Context: an optimization exercise on an open-source flow, tuned for small area, a short achievable clock period and few clock cycles per item. The choices shown serve that exercise and are no tape-out recipe. No activity file was given, so power comes from the tool's default toggle rates.

==> flow/design.v <==
module stack_mem_responder #(
  parameter int unsigned             WIDTH     = 32,
  parameter int unsigned             DEPTH     = 64,
  parameter int unsigned             AW        = 6,
  parameter logic [WIDTH-1:0]        STACK_TOP = 32'd64
) (
  input  logic             clk,
  input  logic             rst,
  input  logic             req_valid,
  output logic             req_ready,
  input  logic [2:0]       req_op,
  input  logic [WIDTH-1:0] req_addr,
  input  logic [WIDTH-1:0] req_wdata,
  output logic             resp_valid,
  input  logic             resp_ready,
  output logic [WIDTH-1:0] resp_rdata,
  output logic             resp_is_ret,
  output logic [1:0]       resp_err,
  output logic [AW:0]      occupancy
);
  localparam logic [2:0]       OP_PUSH = 3'b001;
  localparam logic [2:0]       OP_POP  = 3'b010;
  localparam logic [2:0]       OP_CALL = 3'b011;
  localparam logic [2:0]       OP_RET  = 3'b100;
  localparam logic [WIDTH-1:0] BASE    = STACK_TOP - WIDTH'(DEPTH);
  localparam logic [AW:0]      FULL    = (AW+1)'(DEPTH);
  localparam int unsigned      LW      = AW / 2;        
  localparam int unsigned      HW      = AW - LW;       
  localparam int unsigned      NL      = 1 << LW;
  localparam int unsigned      NH      = 1 << HW;
  localparam int unsigned      NG      = DEPTH / 3;     
  localparam int unsigned      NP      = 4;             
  localparam int unsigned      GPP     = (NG + NP - 1) / NP;   
  localparam int unsigned      RW      = WIDTH + AW + 4;       
  logic             accept;
  logic [WIDTH-1:0] offset;
  logic [AW-1:0]    idx;
  logic             in_range, is_wr, is_rd, is_ret, wr_ok, rd_ok;
  logic [1:0]       err_n;
  logic [AW:0]      occ_q, occ_n;
  logic             full_q, empty_q, full_n, empty_n;
  assign accept   = req_valid && req_ready;
  assign offset   = req_addr - BASE;
  assign idx      = offset[AW-1:0];
  assign in_range = (offset < WIDTH'(DEPTH));
  assign is_wr    = (req_op == OP_PUSH) || (req_op == OP_CALL);
  assign is_rd    = (req_op == OP_POP)  || (req_op == OP_RET);
  assign is_ret   = (req_op == OP_RET);
  always_comb begin
    if (!(is_wr || is_rd) || !in_range) err_n = 2'b11;
    else if (is_wr && full_q)           err_n = 2'b01;
    else if (is_rd && empty_q)          err_n = 2'b10;
    else                                err_n = 2'b00;
  end
  assign wr_ok = in_range && is_wr && !full_q;
  assign rd_ok = in_range && is_rd && !empty_q;
  always_comb begin
    occ_n   = occ_q;
    full_n  = full_q;
    empty_n = empty_q;
    if (accept && wr_ok) begin
      occ_n   = occ_q + 1'b1;
      full_n  = (occ_q == FULL - 1'b1);
      empty_n = 1'b0;
    end else if (accept && rd_ok) begin
      occ_n   = occ_q - 1'b1;
      full_n  = 1'b0;
      empty_n = (occ_q == (AW+1)'(1));
    end
  end
  logic [NL-1:0] lsel_n;
  logic [NH-1:0] hsel_n;
  always_comb begin
    lsel_n = '0;
    hsel_n = '0;
    lsel_n[idx[LW-1:0]]  = 1'b1;
    hsel_n[idx[AW-1:LW]] = 1'b1;
  end
  logic             v1_q, rd1_q, wr1_q, ret1_q;
  logic [1:0]       err1_q;
  logic [NL-1:0]    lsel1_q;            
  logic [NH-1:0]    hsel1_q;
  logic [DEPTH-1:0] rrow;               
  always_comb begin
    for (int k = 0; k < DEPTH; k++) rrow[k] = hsel1_q[k / NL] && lsel1_q[k % NL];
  end
  logic [WIDTH-1:0] wdata1_q;
  logic [DEPTH-1:0][WIDTH-1:0] mem_q, mem_d;
  logic [DEPTH-1:0] we_row, keep_row;
  assign we_row   = rrow & {DEPTH{wr1_q}};
  assign keep_row = ~we_row;
  for (genvar k = 0; k < DEPTH; k++) begin : g_word
    for (genvar b = 0; b < WIDTH; b++) begin : g_bit
      stack_wbit u_w (
        .q(mem_q[k][b]), .keep(keep_row[k]), .we(we_row[k]),
        .d(wdata1_q[b]), .y(mem_d[k][b])
      );
    end
  end
  always_ff @(posedge clk) mem_q <= mem_d;
  logic [NG-1:0][WIDTH-1:0] grp_n;              
  logic [NP-1:0][WIDTH-1:0] part_n;
  for (genvar g = 0; g < NG; g++) begin : g_grp
    for (genvar b = 0; b < WIDTH; b++) begin : g_bit
      stack_rd3 u_r (
        .s0(rrow[3*g]),   .d0(mem_q[3*g][b]),
        .s1(rrow[3*g+1]), .d1(mem_q[3*g+1][b]),
        .s2(rrow[3*g+2]), .d2(mem_q[3*g+2][b]),
        .y_n(grp_n[g][b])
      );
    end
  end
  always_comb begin
    part_n = '0;
    for (int g = 0; g < NG; g++) part_n[g / GPP] = part_n[g / GPP] | ~grp_n[g];
    for (int k = 3 * NG; k < DEPTH; k++)
      if (rrow[k]) part_n[NP-1] = part_n[NP-1] | mem_q[k];
  end
  logic                     v2_q, rd2_q, ret2_q;
  logic [1:0]               err2_q;
  logic [AW:0]              occ2_q;
  logic [NP-1:0][WIDTH-1:0] part_q;
  logic [WIDTH-1:0]         s2_rdata;
  always_comb begin
    s2_rdata = '0;
    for (int p = 0; p < NP; p++) s2_rdata = s2_rdata | part_q[p];
    if (!rd2_q) s2_rdata = '0;
  end
  logic          out_v_q, busy_q;
  logic [1:0]    sk_n_q, sk_n_n;        
  logic [RW-1:0] s2_resp, sk0_q, sk1_q, out_q;
  logic [RW-1:0] sk0_d, sk1_d, out_d;
  logic          out_load, s1_move, s1_hold, v1_n, v2_n, out_v_n;
  assign s2_resp  = {s2_rdata, err2_q, ret2_q, occ2_q};
  assign out_load = !out_v_q || resp_ready;
  logic out_from_s2, out_from_sk0, out_keep;
  assign out_from_s2  = out_load && (sk_n_q == 2'd0);
  assign out_from_sk0 = out_load && (sk_n_q != 2'd0);
  assign out_keep     = !out_load;
  assign out_d = ({RW{out_from_s2}}  & s2_resp)
               | ({RW{out_from_sk0}} & sk0_q)
               | ({RW{out_keep}}     & out_q);
  always_comb begin
    out_v_n = out_v_q;
    sk0_d   = sk0_q;
    sk1_d   = sk1_q;
    sk_n_n  = sk_n_q;
    if (out_load) begin
      out_v_n = (sk_n_q != 2'd0) || v2_q;
      case (sk_n_q)
        2'd0: ;
        2'd1: begin
          sk0_d  = s2_resp;
          sk_n_n = v2_q ? 2'd1 : 2'd0;
        end
        default: begin
          sk0_d  = sk1_q;
          sk1_d  = s2_resp;
          sk_n_n = v2_q ? 2'd2 : 2'd1;
        end
      endcase
    end else if (v2_q) begin
      if (sk_n_q == 2'd0) sk0_d = s2_resp;
      else                sk1_d = s2_resp;
      sk_n_n = sk_n_q + 2'd1;
    end
  end
  assign s1_move = v1_q && (sk_n_n != 2'd2);
  assign s1_hold = v1_q && !s1_move;
  assign v2_n    = s1_move;
  assign v1_n    = s1_hold || accept;
  always_ff @(posedge clk or negedge rst) begin
    if (!rst) begin
      occ_q   <= '0;
      full_q  <= 1'b0;
      empty_q <= 1'b1;
      v1_q    <= 1'b0;
      v2_q    <= 1'b0;
      out_v_q <= 1'b0;
      sk_n_q  <= 2'd0;
      wr1_q   <= 1'b0;
      busy_q  <= 1'b0;
    end else begin
      occ_q   <= occ_n;
      full_q  <= full_n;
      empty_q <= empty_n;
      v1_q    <= v1_n;
      v2_q    <= v2_n;
      out_v_q <= out_v_n;
      sk_n_q  <= sk_n_n;
      wr1_q   <= accept && wr_ok;
      busy_q  <= v1_n && ((sk_n_n == 2'd2) || ((sk_n_n == 2'd1) && v2_n));
    end
  end
  always_ff @(posedge clk) begin
    if (!s1_hold) begin
      lsel1_q <= lsel_n;
      hsel1_q <= hsel_n;
      rd1_q  <= accept && rd_ok;
      ret1_q <= is_ret;
      err1_q <= err_n;
    end
    wdata1_q <= req_wdata;
    part_q <= part_n;
    rd2_q  <= rd1_q;
    ret2_q <= ret1_q;
    err2_q <= err1_q;
    occ2_q <= occ_q;
    sk0_q  <= sk0_d;
    sk1_q  <= sk1_d;
    out_q  <= out_d;
  end
  assign req_ready = !busy_q;
  assign resp_valid = out_v_q;
  assign {resp_rdata, resp_err, resp_is_ret, occupancy} = out_q;
endmodule
module stack_wbit (
  input  logic q,
  input  logic keep,
  input  logic we,
  input  logic d,
  output logic y
);
  assign y = (q & keep) | (d & we);
endmodule
module stack_rd3 (
  input  logic s0, d0,
  input  logic s1, d1,
  input  logic s2, d2,
  output logic y_n
);
  assign y_n = ~((s0 & d0) | (s1 & d1) | (s2 & d2));
endmodule
clock: 6.0 ns
lec_check: 0
cap_margin: 20
core_margin: 2
core_utilization: 50
cts_cluster_diameter: 80
cts_cluster_size: 20
setup_slack_margin: 3.65
slew_margin: 20
synth_hierarchical: 1
synth_minimum_keep_size: 0
standard.sh (not shown) runs the stock make flow with config.mk's settings and CLKGATE_MAP_FILE= SYNTH_SCRIPT=/design/flow/synth_recipe.tcl, a recipe that flattens the netlist after the stock synthesis.
==> flow/flow/run.sh <==
#!/bin/bash
set -o pipefail
here=$(pwd)
export BUFFER_PORTS_ARGS="-buffer_cell sky130_fd_sc_hd__buf_4"
export PRE_GLOBAL_ROUTE_TCL="$here/flow/split_root.tcl"
bash standard.sh > standard.log 2>&1
==> flow/flow/split_root.tcl <==
# Split the clock tree's root buffer into four: the clock port drives four
# root buffers (one per quadrant of the first-level buffers), each driving
# its quadrant's first-level buffers. Every register keeps the same number
# of buffer levels; only the root's load is divided. Sourced by ORFS at
# the start of global routing, with the design after CTS loaded; global
# routing's own repair then runs on the new tree.
set block [ord::get_db_block]
set root [$block findInst clkbuf_0_clk]
if {$root eq "NULL"} { puts "no root buffer; leaving the tree as it is"; return }
set in_net  [[$root findITerm A] getNet]
set out_net [[$root findITerm X] getNet]
set loads {}
foreach it [$out_net getITerms] {
  if {[$it isInputSignal]} { lappend loads $it }
}
puts "root drives [llength $loads] loads"
# split the loads into 4 groups by quadrant around their centroid
set sx 0; set sy 0
foreach it $loads { set loc [[$it getInst] getLocation]; set sx [expr {$sx + [lindex $loc 0]}]; set sy [expr {$sy + [lindex $loc 1]}] }
set cx [expr {$sx / [llength $loads]}]; set cy [expr {$sy / [llength $loads]}]
array set grp {0 {} 1 {} 2 {} 3 {}}
foreach it $loads {
  set loc [[$it getInst] getLocation]
  set g [expr {([lindex $loc 0] >= $cx ? 1 : 0) + ([lindex $loc 1] >= $cy ? 2 : 0)}]
  lappend grp($g) $it
}
set master [$root getMaster]
set n 0
foreach g {0 1 2 3} {
  if {[llength $grp($g)] == 0} continue
  set gx 0; set gy 0
  foreach it $grp($g) { set loc [[$it getInst] getLocation]; set gx [expr {$gx + [lindex $loc 0]}]; set gy [expr {$gy + [lindex $loc 1]}] }
  set gx [expr {$gx / [llength $grp($g)]}]; set gy [expr {$gy / [llength $grp($g)]}]
  if {$n == 0} {
    # the original root keeps the first group
    set inst $root
    set net $out_net
  } else {
    set inst [odb::dbInst_create $block $master "clkbuf_0_clk_q$g"]
    set net [odb::dbNet_create $block "clknet_0_clk_q$g"]
    $net setSigType CLOCK
    [$inst findITerm A] connect $in_net
    [$inst findITerm X] connect $net
    foreach it $grp($g) { $it disconnect; $it connect $net }
  }
  $inst setLocation [expr {int($gx)}] [expr {int($gy)}]
  $inst setPlacementStatus PLACED
  puts "group $g: [llength $grp($g)] loads, root [$inst getName] at $gx $gy"
  incr n
}
# legalize the moved and new root buffers
detailed_placement
check_placement
The first run finished clean.
Then changed:
--- a/flow/design.v
+++ b/flow/design.v
@@ -23,14 +23,10 @@
   localparam logic [2:0]       OP_CALL = 3'b011;
   localparam logic [2:0]       OP_RET  = 3'b100;
   localparam logic [WIDTH-1:0] BASE    = STACK_TOP - WIDTH'(DEPTH);
   localparam logic [AW:0]      FULL    = (AW+1)'(DEPTH);
-  localparam int unsigned      LW      = AW / 2;        
-  localparam int unsigned      HW      = AW - LW;       
-  localparam int unsigned      NL      = 1 << LW;
-  localparam int unsigned      NH      = 1 << HW;
   localparam int unsigned      NG      = DEPTH / 3;     
-  localparam int unsigned      NP      = 4;             
+  localparam int unsigned      NP      = 7;             
   localparam int unsigned      GPP     = (NG + NP - 1) / NP;   
   localparam int unsigned      RW      = WIDTH + AW + 4;       
   logic             accept;
   logic [WIDTH-1:0] offset;
@@ -67,28 +63,20 @@
       full_n  = 1'b0;
       empty_n = (occ_q == (AW+1)'(1));
     end
   end
-  logic [NL-1:0] lsel_n;
-  logic [NH-1:0] hsel_n;
-  always_comb begin
-    lsel_n = '0;
-    hsel_n = '0;
-    lsel_n[idx[LW-1:0]]  = 1'b1;
-    hsel_n[idx[AW-1:LW]] = 1'b1;
+  logic [DEPTH-1:0] row;
+  always_comb begin
+    row = '0;
+    row[idx] = 1'b1;
   end
   logic             v1_q, rd1_q, wr1_q, ret1_q;
   logic [1:0]       err1_q;
-  logic [NL-1:0]    lsel1_q;            
-  logic [NH-1:0]    hsel1_q;
-  logic [DEPTH-1:0] rrow;               
-  always_comb begin
-    for (int k = 0; k < DEPTH; k++) rrow[k] = hsel1_q[k / NL] && lsel1_q[k % NL];
-  end
+  logic [DEPTH-1:0] rrow_q;             
   logic [WIDTH-1:0] wdata1_q;
   logic [DEPTH-1:0][WIDTH-1:0] mem_q, mem_d;
   logic [DEPTH-1:0] we_row, keep_row;
-  assign we_row   = rrow & {DEPTH{wr1_q}};
+  assign we_row   = rrow_q & {DEPTH{wr1_q}};
   assign keep_row = ~we_row;
   for (genvar k = 0; k < DEPTH; k++) begin : g_word
     for (genvar b = 0; b < WIDTH; b++) begin : g_bit
       stack_wbit u_w (
@@ -102,20 +90,20 @@
   logic [NP-1:0][WIDTH-1:0] part_n;
   for (genvar g = 0; g < NG; g++) begin : g_grp
     for (genvar b = 0; b < WIDTH; b++) begin : g_bit
       stack_rd3 u_r (
-        .s0(rrow[3*g]),   .d0(mem_q[3*g][b]),
-        .s1(rrow[3*g+1]), .d1(mem_q[3*g+1][b]),
-        .s2(rrow[3*g+2]), .d2(mem_q[3*g+2][b]),
+        .s0(rrow_q[3*g]),   .d0(mem_q[3*g][b]),
+        .s1(rrow_q[3*g+1]), .d1(mem_q[3*g+1][b]),
+        .s2(rrow_q[3*g+2]), .d2(mem_q[3*g+2][b]),
         .y_n(grp_n[g][b])
       );
     end
   end
   always_comb begin
     part_n = '0;
     for (int g = 0; g < NG; g++) part_n[g / GPP] = part_n[g / GPP] | ~grp_n[g];
     for (int k = 3 * NG; k < DEPTH; k++)
-      if (rrow[k]) part_n[NP-1] = part_n[NP-1] | mem_q[k];
+      if (rrow_q[k]) part_n[NP-1] = part_n[NP-1] | mem_q[k];
   end
   logic                     v2_q, rd2_q, ret2_q;
   logic [1:0]               err2_q;
   logic [AW:0]              occ2_q;
@@ -193,10 +181,9 @@
     end
   end
   always_ff @(posedge clk) begin
     if (!s1_hold) begin
-      lsel1_q <= lsel_n;
-      hsel1_q <= hsel_n;
+      rrow_q <= row;
       rd1_q  <= accept && rd_ok;
       ret1_q <= is_ret;
       err1_q <= err_n;
     end
Effect: The new run finished with timing, DRC and antenna clean; die area goes up by 3.8%; via count goes up by 2.5%; sequential share of layout area goes up by 1.7 points; setup slack gains 0.11 ns; global-route usage goes down by 1.1 points; sequential power goes up by about 6%; power goes up by 10%; non-clock buffer count goes down by 15; clock-buffer cell count goes up by 14; final area goes up by 3.7%; routed wire length hardly moves; cell count goes up by 4.3%; worst hold slack loses 0.0059 ns.
No functional check of the RTL was part of any run of this note.

## port drivers added, routing unchanged
The flow's constraints put no driver on any port. The routed layouts listed below were extracted and timed again, unchanged, in two steps.
Step 1: set_driving_cell puts a clkbuf_16 on clk and a buf_2 on each other input, an assumption about the parent block.
Step 2, shift: input delay + t, output delay - t, t = (earliest + latest rising clock arrival at the registers) / 2. This alone moves slack from input paths to output paths.
Three values: ideal, step 1, step 2; two values: the first two.
run	t, ns	setup WS [ns]	worst setup path at the end	latest minus earliest clock arrival (ns)	worst slew at a driven data input, ns
the first run	0.722	3.459 / 3.459 / 2.976	input to register	0.041 / 0.041	0.18
the second run	0.728	3.567 / 3.519 / 2.990	input to register	0.026 / 0.027	0.21
After both steps setup and hold are still met in every run listed. For the second run, which loses most, drivers alone change the setup slack by -0.048 ns; drivers and shift together by -0.577 ns.
